This is an optimization exercise on Yosys and OpenROAD, whose aim is small area, a short achievable clock period and few clock cycles per item, not a production implementation. The RTL was checked by simulation tests, not by an equivalence proof against the original design. No activity file was given, so power comes from the tool's default toggle rates.

## job 939
// indent_dedent_tracker_core
module indent_dedent_tracker_core #(
	parameter int STACK_DEPTH = 64,
	parameter int COLUMN_BITS = 12
) (
	input  wire logic        clk,
	input  wire logic        arst_n,
	input  wire logic        s_tvalid,
	output logic             s_tready,
	input  wire logic [15:0] s_tdata,   
	input  wire logic [0:0]  s_tuser,   
	output logic             m_tvalid,
	input  wire logic        m_tready,
	output logic [15:0]      m_tdata,   
	output logic [1:0]       m_tuser,   
	output logic             m_tlast
);
	localparam int CB = idt_pkg::IN_COL_BITS;
	logic          in_v_q, s_rdy_q, head_v_q, skid_v_q;
	logic          in_v_d, s_rdy_d, head_v_d, skid_v_d;
	logic [CB:0]   in_q, head_q, skid_q;    
	logic          acc, fwd, take;
	assign s_tready = s_rdy_q;
	assign acc      = s_tvalid && s_rdy_q;
	assign fwd      = in_v_q && !skid_v_q;
	always_comb begin
		if (!head_v_q || take) begin
			head_v_d = skid_v_q || fwd;
			skid_v_d = 1'b0;
		end else begin
			head_v_d = 1'b1;
			skid_v_d = skid_v_q || fwd;
		end
		in_v_d  = acc || (in_v_q && skid_v_q);
		s_rdy_d = !in_v_d || !skid_v_d;
	end
	always_ff @(posedge clk or negedge arst_n) begin
		if (!arst_n) begin
			in_v_q   <= 1'b0;
			s_rdy_q  <= 1'b0;
			head_v_q <= 1'b0;
			skid_v_q <= 1'b0;
		end else begin
			in_v_q   <= in_v_d;
			s_rdy_q  <= s_rdy_d;
			head_v_q <= head_v_d;
			skid_v_q <= skid_v_d;
		end
	end
	always_ff @(posedge clk) begin
		if (s_rdy_q) begin
			in_q <= {s_tuser[0], s_tdata[CB-1:0]};
		end
		if (!head_v_q || take) begin
			head_q <= skid_v_q ? skid_q : in_q;
		end
		if (!skid_v_q) begin
			skid_q <= in_q;
		end
	end
	idt_pkg::result_t       res;
	logic                   push, pop, zin, zout;
	logic                   hs_eq_ht, hs_is_0, hs_is_1, next_bit;
	logic [COLUMN_BITS-1:0] st_top, st_second;
	idt_ctrl #(
		.STACK_DEPTH (STACK_DEPTH),
		.COLUMN_BITS (COLUMN_BITS)
	) u_ctrl (
		.clk       (clk),
  ...
Settings: LEC_CHECK=0, CAP_MARGIN=20, CORE_MARGIN=2, CORE_UTILIZATION=40, CTS_CLUSTER_DIAMETER=100, CTS_CLUSTER_SIZE=30, PLACE_DENSITY=0.45, SETUP_SLACK_MARGIN=2.8, SLEW_MARGIN=20; clock period 5.0 ns.
run.sh (not shown) runs the stock make flow with config.mk's settings and CLKGATE_MAP_FILE= SYNTH_SCRIPT=/design/flow/synth_recipe.tcl, a recipe that flattens the netlist after the stock synthesis.
Job 939 completed end to end with timing, DRC and antenna clean.
Testbench counts of job 939, summed over its fixed seeds: cycles 5,141, lines 4,800.
Changes in job 8976 relative to job 939:
Settings: PLACE_DENSITY now 0.55, was 0.45.
Results
Logic depth of the worst register-to-register path on job 8976 is down relative to job 939. Lower worst-case vdd ir drop was reported by job 939, not job 8976. From job 939 to job 8976 the numbers moved as follows: total power draw now sits lower; non-clock buffer count increased by 5 relative to the old numbers; area of all placed cells without fillers -0.62%; final antenna diode count went down by 1. Taking job 939 as the reference point, the fill cell total of the finished layout of job 8976 falls by 28. The met1 usage in global routing was comparable across job 8976 and job 939. Post-route non-filler standard cell count essentially unchanged between job 8976 and job 939. Higher post-layout minimum cycle time was reported by job 8976, not job 939.
Input changes introduced in job 4276 (baseline for comparison: job 8976):
Settings: SETUP_SLACK_MARGIN now 2.6, was 2.8; PLACE_DENSITY now 0.45, was 0.55.
## What came out
Cmp job 4276 vs job 8976: share of layout cells above drive strength 1 lower in job 4276
The fraction of the core area covered by cells at the end of the flow of job 4276 is lower than that of job 8976.
Number of buffers inserted by port buffering: job 4276 vs job 8976 identical
Number of cells in the design after placement: job 4276 vs job 8976, no meaningful difference
Going from job 8976 to job 4276, switching power fell 3.2%, worst setup slack about even.
Cell area of job 4276 falls short of that of job 8976 by a few percent.
On upper clock frequency limit, job 8976 and job 4276 are basically level.
Between job 8976 and job 4276, the wire length the detailed router placed on met1 is lower for job 4276.
Number of buffer and inverter stages on the critical path for job 4276: 1 down relative to job 8976
When job 4276 is set beside job 8976, its fraction of met1 tracks used by global routing turns out to be 1.1 points smaller.
> inputs changed (job 4276 -> job 4199)
Settings: a change of SETUP_SLACK_MARGIN from 2.6 to 3.1.
## What came out
Per the final summary, job 4199 finished and its layout is clean on timing, DRC and antenna. Job 4199 ended with more switching power summed over all nets than job 4276. Job 4199 vs. job 4276: final net count +about 2%; initial antenna violation count -1. Job 4199 -> job 4276: number of search-and-repair iterations in the first detailed-routing pass delta 0, exact match. Re number of max-capacitance violations reported: no difference whatsoever between job 4199 and job 4276. Wire length after detailed routing came out higher on job 4199 than on job 4276. From job 4276 to job 4199 the numbers moved as follows: data required time of the worst path rose by 1.53 ns; combinational power rose by 14%; clock tree buffer count of the final layout rose by 1; area of all placed cells without fillers rose by 4.4%. Timing endpoint of the critical path: m_tdata[6] -> job 4276, u_ctrl.gt_q$_DFF_P_ -> job 4199.

what the ideal ports hide:
How much do the figures lean on ideal ports? The routed layouts below were timed once more, with nothing changed but the port constraints. Step 1 assumes that a clkbuf_16 drives the clock port and a buf_2 every other input. Step 2 times the ports against the registers' clock, not the clock port: input delays grow and output delays shrink by t, the midpoint of the rising clock arrivals with the driver on. a / b / c = ideal / step 1 / step 2; a / b = the first two.
run | t, ns | setup slack, ns | clock arrival spread, ns | worst register clock-pin slew, ns | cell pins on the clock port's net
job 939 | 0.677 | 2.644 / 2.616 / 2.207 | 0.031 / 0.031 | 0.12 / 0.12 | 1
job 8976 | 0.668 | 2.638 / 2.638 / 2.121 | 0.024 / 0.024 | 0.12 / 0.12 | 1
job 4276 | 0.680 | 2.637 / 2.575 / 2.418 | 0.021 / 0.021 | 0.12 / 0.12 | 1
job 4199 | 0.680 | 2.551 / 2.551 / 2.197 | 0.031 / 0.030 | 0.12 / 0.12 | 1
After both steps setup and hold are still met in every run listed. For job 8976, which loses most, drivers alone change the setup slack by 0.000 ns; drivers and shift together by -0.517 ns.
